What follows belongs to an exercise in optimizing a design on an open flow for small area, a short achievable clock period and few clock cycles per item; a production flow would make more cautious choices.
RTL that was checked went through simulation tests only; none was proved equivalent to the original.
Power is estimated from default activity; no workload was simulated.

==> run a: inputs <==
Design pointer_motion_scaler_unit, start of the top module:
module pointer_motion_scaler_unit (
  input  logic               clk,
  input  logic               rst,
  input  logic               ev_valid,
  output logic               ev_ready,
  input  logic               ev_func,
  input  logic [2:0]         ev_event_kind,
  input  logic signed [15:0] ev_motion_value,
  input  logic               ev_sync_flag,
  input  logic [2:0]         ev_action,
  output logic               res_valid,
  input  logic               res_ready,
  output logic signed [15:0] res_scaled_value,
  output logic               res_keep_event
);
  function automatic logic [1:0] mod3d(input logic [1:0] x);
    case (x)
      2'd0: mod3d = 2'd0;
      2'd1: mod3d = 2'd1;
      2'd2: mod3d = 2'd2;
      2'd3: mod3d = 2'd0;
      default: mod3d = 2'd0;
    endcase
  endfunction
  function automatic logic [1:0] add3(input logic [3:0] x);
    case (x)
      4'd0: add3 = 2'd0;
      4'd1: add3 = 2'd1;
      4'd2: add3 = 2'd2;
      4'd3: add3 = 2'd0;
      4'd4: add3 = 2'd1;
      4'd5: add3 = 2'd2;
      4'd6: add3 = 2'd0;
      4'd7: add3 = 2'd1;
      4'd8: add3 = 2'd2;
      4'd9: add3 = 2'd0;
      4'd10: add3 = 2'd1;
      4'd11: add3 = 2'd2;
      4'd12: add3 = 2'd0;
      4'd13: add3 = 2'd1;
      4'd14: add3 = 2'd2;
  ...
==> flow/config.mk <==
export PLATFORM = sky130hd
export DESIGN_NAME = pointer_motion_scaler_unit
export DESIGN_NICKNAME = pointer_motion_scaler_unit
export VERILOG_FILES = /design/flow/design.v
export SDC_FILE = /design/flow/constraint.sdc
export NUM_CORES = 4
export LEC_CHECK = 0
export CAP_MARGIN = 20
export CORE_MARGIN = 2
export CORE_UTILIZATION = 40
export SLEW_MARGIN = 20
==> flow/constraint.sdc <==
create_clock -name core_clock -period 10.0 [get_ports {clk}]
set_input_delay 2.0000 -clock core_clock [delete_from_list [all_inputs] [get_ports {clk}]]
set_output_delay 2.0000 -clock core_clock [all_outputs]
set_load 0.01 [all_outputs]
run.sh (not shown) runs the stock make flow with config.mk's settings and CLKGATE_MAP_FILE= SYNTH_SCRIPT=/design/flow/synth_recipe.tcl, a recipe that flattens the netlist after the stock synthesis.
==> run b: changes against run a <==
- ABC_CLOCK_PERIOD_IN_PS: unset -> 5000
- SETUP_SLACK_MARGIN: unset -> 4
==> impl_metrics.ini <==
[power_and_ir_drop]
p_leak_uw = 0.00754
intPower_uw = 4140
pwr-share-seq_pct = 8.7

[setup_path]
critPathBufInv = 11
startpoint = ev_motion_value[8]

[layout]
fin_cells = 2440
multi_input_area_share_pct = 65.6
buffers = 335
design_area_um2 = 18700

[outcome]
outcome = no timing/DRC/antenna violations

[global_route]
use_met2_pct = 42.2
gr-usage-met1_pct = 31.8
grt_pass1_vias = 13300

[routing]
wl_um = 45700
routed-wl-met3_um = 2750

[timing]
fin_ws_ns = 1.99
rsz0062_at_grt = yes

[place]
dp_hpwl_um = 29400
That was run b.
==> impl_metrics.ini <==
[setup_path]
startpoint = ev_event_kind[1]
critPathBufInv = 5

[layout]
buffers = 95
design_area_um2 = 14300
multi_input_area_share_pct = 71.3
fin_cells = 2197

[place]
dp_hpwl_um = 28700

[power_and_ir_drop]
pwr-share-seq_pct = 12.6
p_leak_uw = 0.00578
intPower_uw = 2690

[global_route]
grt_pass1_vias = 11800
use_met2_pct = 34.9
gr-usage-met1_pct = 29.9

[routing]
routed-wl-met3_um = 2400

[outcome]
outcome = no timing/DRC/antenna violations
That was run a.
Testbench counts of run a, summed over its fixed seeds: cycles 8,008, items 8,000.
Testbench counts of run b, summed over its fixed seeds: cycles 8,008, items 8,000.

========
==> inputs of 11-14 <==
pointer_motion_scaler_unit, a different RTL version from the one above (not shown whole).
Settings: LEC_CHECK=0, ABC_AREA=1, CAP_MARGIN=20, CORE_MARGIN=2, CORE_UTILIZATION=40, SETUP_SLACK_MARGIN=5, SLEW_MARGIN=20; clock period 10.0 ns.
==> 10-11: changes against 11-14 <==
--- a/flow/design.v
+++ b/flow/design.v
@@ -437,54 +437,63 @@
       add5oh[j] = 1'b0;
       for (int i = 0; i < 5; i++) add5oh[j] = add5oh[j] | (a[i] & b[(j - i + 5) % 5]);
     end
   endfunction
   logic [2:0]  mouse_level, scroll_level;
   logic        inv_h, inv_v;
   logic [1:0]  clow0, clow1, clow2, clow3;
-  logic [2:0]  cdig2, cdig3;    
+  logic [4:0]  cdig2, cdig3;
   logic        csgn0, csgn1, csgn2, csgn3;
   localparam logic [1:0] D1 = 2'd0, D3 = 2'd1, D5 = 2'd2, D20 = 2'd3;
   logic               r_valid, r_evt, r_kf, r_scale, r_sig, r_q0z, r_q0m1;
   logic [5:0]         r_ns;
   logic [2:0]         r_msel;   
   logic               r_lneg;   
   logic               r_clrm, r_clrs;
   logic [1:0]         r_axis, r_k, r_dcl;
   logic signed [15:0] r_v;
   logic              m_valid;
   logic [17:0]       m_a1;
   logic [6:0]        m_hb;
   logic [5:0]        m_st;
   logic              m_d1, m_sig, m_kf;
+  logic              n_valid;
+  logic [15:0]       n_w;
+  logic              n_d1, n_kf;
   logic              o_valid;
   logic signed [15:0] o_value;
   logic              o_keep;
-  logic o_free, r_adv, r_ld, accept, accept1;
-  logic full_m, full_r, full_p;
-  logic o_valid_d, m_valid_d, r_valid_d;
+  logic o_free, n_adv, r_adv, r_ld, accept, accept1;
+  logic full_n, full_m, full_r, full_p;
+  logic o_valid_d, n_valid_d, m_valid_d, r_valid_d;
   assign o_free   = res_ready || !o_valid;
+  assign n_adv    = res_ready || !full_n;
   assign r_adv    = res_ready || !full_m;
   assign ev_ready = res_ready || !full_p;
   assign r_ld     = res_ready || !full_r;
   assign accept   = ev_valid && ev_ready;
+  logic full_n_d;
+  assign full_n_d = o_valid_d && n_valid_d;
   always_comb begin
     r_valid_d = r_ld ? accept : r_valid;
     m_valid_d = r_adv ? (r_valid && r_evt) : m_valid;
-    o_valid_d = o_free ? m_valid : o_valid;
+    n_valid_d = n_adv ? m_valid : n_valid;
+    o_valid_d = o_free ? n_valid : o_valid;
   end
   always_ff @(posedge clk) begin
     if (rst) begin
+      full_n <= 1'b0;
       full_m <= 1'b0;
       full_r <= 1'b0;
       full_p <= 1'b0;
     end else begin
-      full_m <= o_valid_d && m_valid_d;
-      full_r <= o_valid_d && m_valid_d && r_valid_d;
-      full_p <= m_valid_d;
+      full_n <= o_valid_d && n_valid_d;
+      full_m <= o_valid_d && n_valid_d && m_valid_d;
+      full_r <= o_valid_d && n_valid_d && m_valid_d && r_valid_d;
+      full_p <= o_valid_d && m_valid_d;
     end
   end
   assign accept1  = r_valid && r_adv;
   logic       scale0, wheel0, sig0;
   logic [3:0] code;
   logic [1:0] k0, dcl0;
   logic [2:0] msel0;
@@ -622,22 +631,21 @@
   logic       csgn;
   logic [2:0] ls;
   logic [1:0] nlow;
   logic       k1;
   logic [4:0] cd5, s5;
   logic [2:0] cd3, s3;
   logic [4:0] ndig;
-  logic [2:0] ndigb;
   logic       w5, w3, wrap, nz, nneg, nsg;
   always_comb begin
     case (r_axis)
       2'd0:    begin clow = clow0; cdig = 5'b00001; csgn = csgn0; end
       2'd1:    begin clow = clow1; cdig = 5'b00001; csgn = csgn1; end
-      2'd2:    begin clow = clow2; cdig = 5'b00001 << cdig2; csgn = csgn2; end
-      default: begin clow = clow3; cdig = 5'b00001 << cdig3; csgn = csgn3; end
+      2'd2:    begin clow = clow2; cdig = cdig2;    csgn = csgn2; end
+      default: begin clow = clow3; cdig = cdig3;    csgn = csgn3; end
     endcase
     ls = 3'(low) + 3'(clow);
     case (k)
       2'd1:    begin k1 = low[0] & clow[0]; nlow = {1'b0, low[0] ^ clow[0]}; end
       2'd2:    begin k1 = ls[2]; nlow = ls[1:0]; end
       default: begin k1 = 1'b0;  nlow = 2'd0; end
     endcase
@@ -651,15 +659,14 @@
     s3  = add3oh(r[2:0], cd3);
     w3  = (k1 & cdig[2]) | (r[1] & cd3[2]) | (r[2] & cd3[1]) | (r[2] & cd3[2]);
     case (dcl)
       D3:      begin ndig = {2'b00, s3}; wrap = w3; end
       D5, D20: begin ndig = s5;          wrap = w5; end
       default: begin ndig = 5'b00001;    wrap = k1; end
     endcase
-    ndigb = {ndig[4], ndig[3] | ndig[2], ndig[3] | ndig[1]};
     nz   = (nlow != 2'd0) || !ndig[0];
     nneg = q0m2 || (q0m1 && !(wrap && !csgn)) || (q0z && csgn && !wrap);
     nsg  = nneg && nz;
   end
   logic [6:0] hb;
   logic [5:0] st;
   logic       am1, ap1, ap2;
@@ -674,30 +681,30 @@
       2'b10:   st = am1 ? -6'sd15 : ap1 ?  6'sd15 : ap2 ?  6'sd30 : 6'sd0;
       default: st = am1 ?  6'sd15 : ap1 ? -6'sd15 : ap2 ? -6'sd30 : 6'sd0;
     endcase
   end
   always_ff @(posedge clk) begin
     if (rst) begin
       clow0 <= '0; clow1 <= '0; clow2 <= '0; clow3 <= '0;
-      cdig2 <= 3'd0; cdig3 <= 3'd0;
+      cdig2 <= 5'b00001; cdig3 <= 5'b00001;
       csgn0 <= 1'b0; csgn1 <= 1'b0; csgn2 <= 1'b0; csgn3 <= 1'b0;
     end else if (accept1) begin
       if (r_clrm) begin
         clow0 <= '0; clow1 <= '0; csgn0 <= 1'b0; csgn1 <= 1'b0;
       end
       if (r_clrs) begin
         clow2 <= '0; clow3 <= '0; csgn2 <= 1'b0; csgn3 <= 1'b0;
-        cdig2 <= 3'd0; cdig3 <= 3'd0;
+        cdig2 <= 5'b00001; cdig3 <= 5'b00001;
       end
       if (r_evt && r_scale) begin
         case (r_axis)
           2'd0: begin clow0 <= nlow; csgn0 <= nsg; end
           2'd1: begin clow1 <= nlow; csgn1 <= nsg; end
-          2'd2: begin clow2 <= nlow; cdig2 <= ndigb; csgn2 <= nsg; end
-          default: begin clow3 <= nlow; cdig3 <= ndigb; csgn3 <= nsg; end
+          2'd2: begin clow2 <= nlow; cdig2 <= ndig; csgn2 <= nsg; end
+          default: begin clow3 <= nlow; cdig3 <= ndig; csgn3 <= nsg; end
         endcase
       end
     end
   end
   always_ff @(posedge clk) begin
     if (rst) m_valid <= 1'b0;
     else if (r_adv) m_valid <= r_valid && r_evt;
@@ -717,27 +724,34 @@
     sa = m_a1 + {{11{m_hb[6]}}, m_hb} + {{12{m_st[5]}}, m_st};
     sb = sa[14:0] + (sa[14:0] << 4);
     if (!sa[17] && sa[16:15] != 2'b00)       ys = 16'sh7fff;
     else if (sa[17] && sa[16:15] != 2'b11)   ys = m_sig ? 16'sh8001 : 16'sh8000;
     else if (m_sig && sa[15:0] == 16'h8000)  ys = 16'sh8001;
     else                                     ys = sa[15:0];
   end
+  always_ff @(posedge clk) begin
+    if (rst) n_valid <= 1'b0;
+    else if (n_adv) n_valid <= m_valid;
+    if (n_adv) begin
+      n_w  <= m_d1 ? ys : {1'b0, sb};
+      n_d1 <= m_d1;
+      n_kf <= m_kf;
+    end
+  end
   logic [14:0] sc;
   logic signed [15:0] yc;
-  logic        yz;
   always_comb begin
-    sc = sb + (sb << 8);
-    yc = m_d1 ? ys : {sc[14], sc};
-    yz = (sa[14:0] == 15'd0) && (!m_d1 || sa[17:15] == 3'd0);
+    sc = n_w[14:0] + (n_w[14:0] << 8);
+    yc = n_d1 ? n_w : {sc[14], sc};
   end
   always_ff @(posedge clk) begin
     if (rst) o_valid <= 1'b0;
-    else if (o_free) o_valid <= m_valid;
+    else if (o_free) o_valid <= n_valid;
     if (o_free) begin
       o_value <= yc;
-      o_keep  <= m_kf || !yz;
+      o_keep  <= n_kf || (yc != 16'sd0);
     end
   end
   assign res_valid        = o_valid;
   assign res_scaled_value = o_value;
   assign res_keep_event   = o_keep;
 endmodule
==> results.txt <==
outcome no timing/DRC/antenna violations; synthesized area per cell 7.32 um2; Crit path required time 10160 ps; reported combinational group power 3.20 mW; Placement Rows 62; clock power share 13.1%; netlist area before placement 0.0118 mm2; sequential element share of the synthesized area 28.0%
The numbers above come from 11-14.

==> results.txt <==
final worst path period need 4960 ps; sequential element share of the synthesized area 31.7%; synthesized area per cell 7.62 um2; outcome no timing/DRC/antenna violations; Crit path required time 8000 ps; Placement Rows 64
The numbers above come from 10-11.

Testbench counts of 10-11, summed over its fixed seeds: cycles 8,016, items 8,000.
No functional check of the RTL was part of 11-14.

separate check: timing with driven ports:
How much do the figures lean on ideal ports? The routed layouts below were timed once more, with nothing changed but the port constraints.
Step 1 assumes that a clkbuf_16 drives the clock port and a buf_2 every other input.
Step 2 also shifts input and output timing later by t, the mid clock arrival at the registers, as if the neighbouring blocks saw the same clock.
a / b / c = ideal ports / drivers / drivers and shift; a / b = the first two.
run | t (ns) | setup WS [ns] | slew at the worst register clock pin (ns) | worst slew at a driven data input, ns | pins driven straight from the clock port
run a | 0.387 | 0.884 / 0.902 / 0.515 | 0.07 / 0.07 | 0.04 | 1
run b | 0.383 | 1.992 / 1.980 / 1.597 | 0.07 / 0.07 | 0.08 | 1
11-14 | 0.455 | 4.987 / 4.987 / 4.756 | 0.06 / 0.06 | 0.03 | 1
10-11 | 0.476 | 5.039 / 5.009 / 4.737 | 0.07 / 0.07 | 0.03 | 1
After both steps setup and hold are still met in every run listed. The setup slack of run b, which loses most, moves by -0.012 ns with the drivers and by -0.395 ns with both steps.
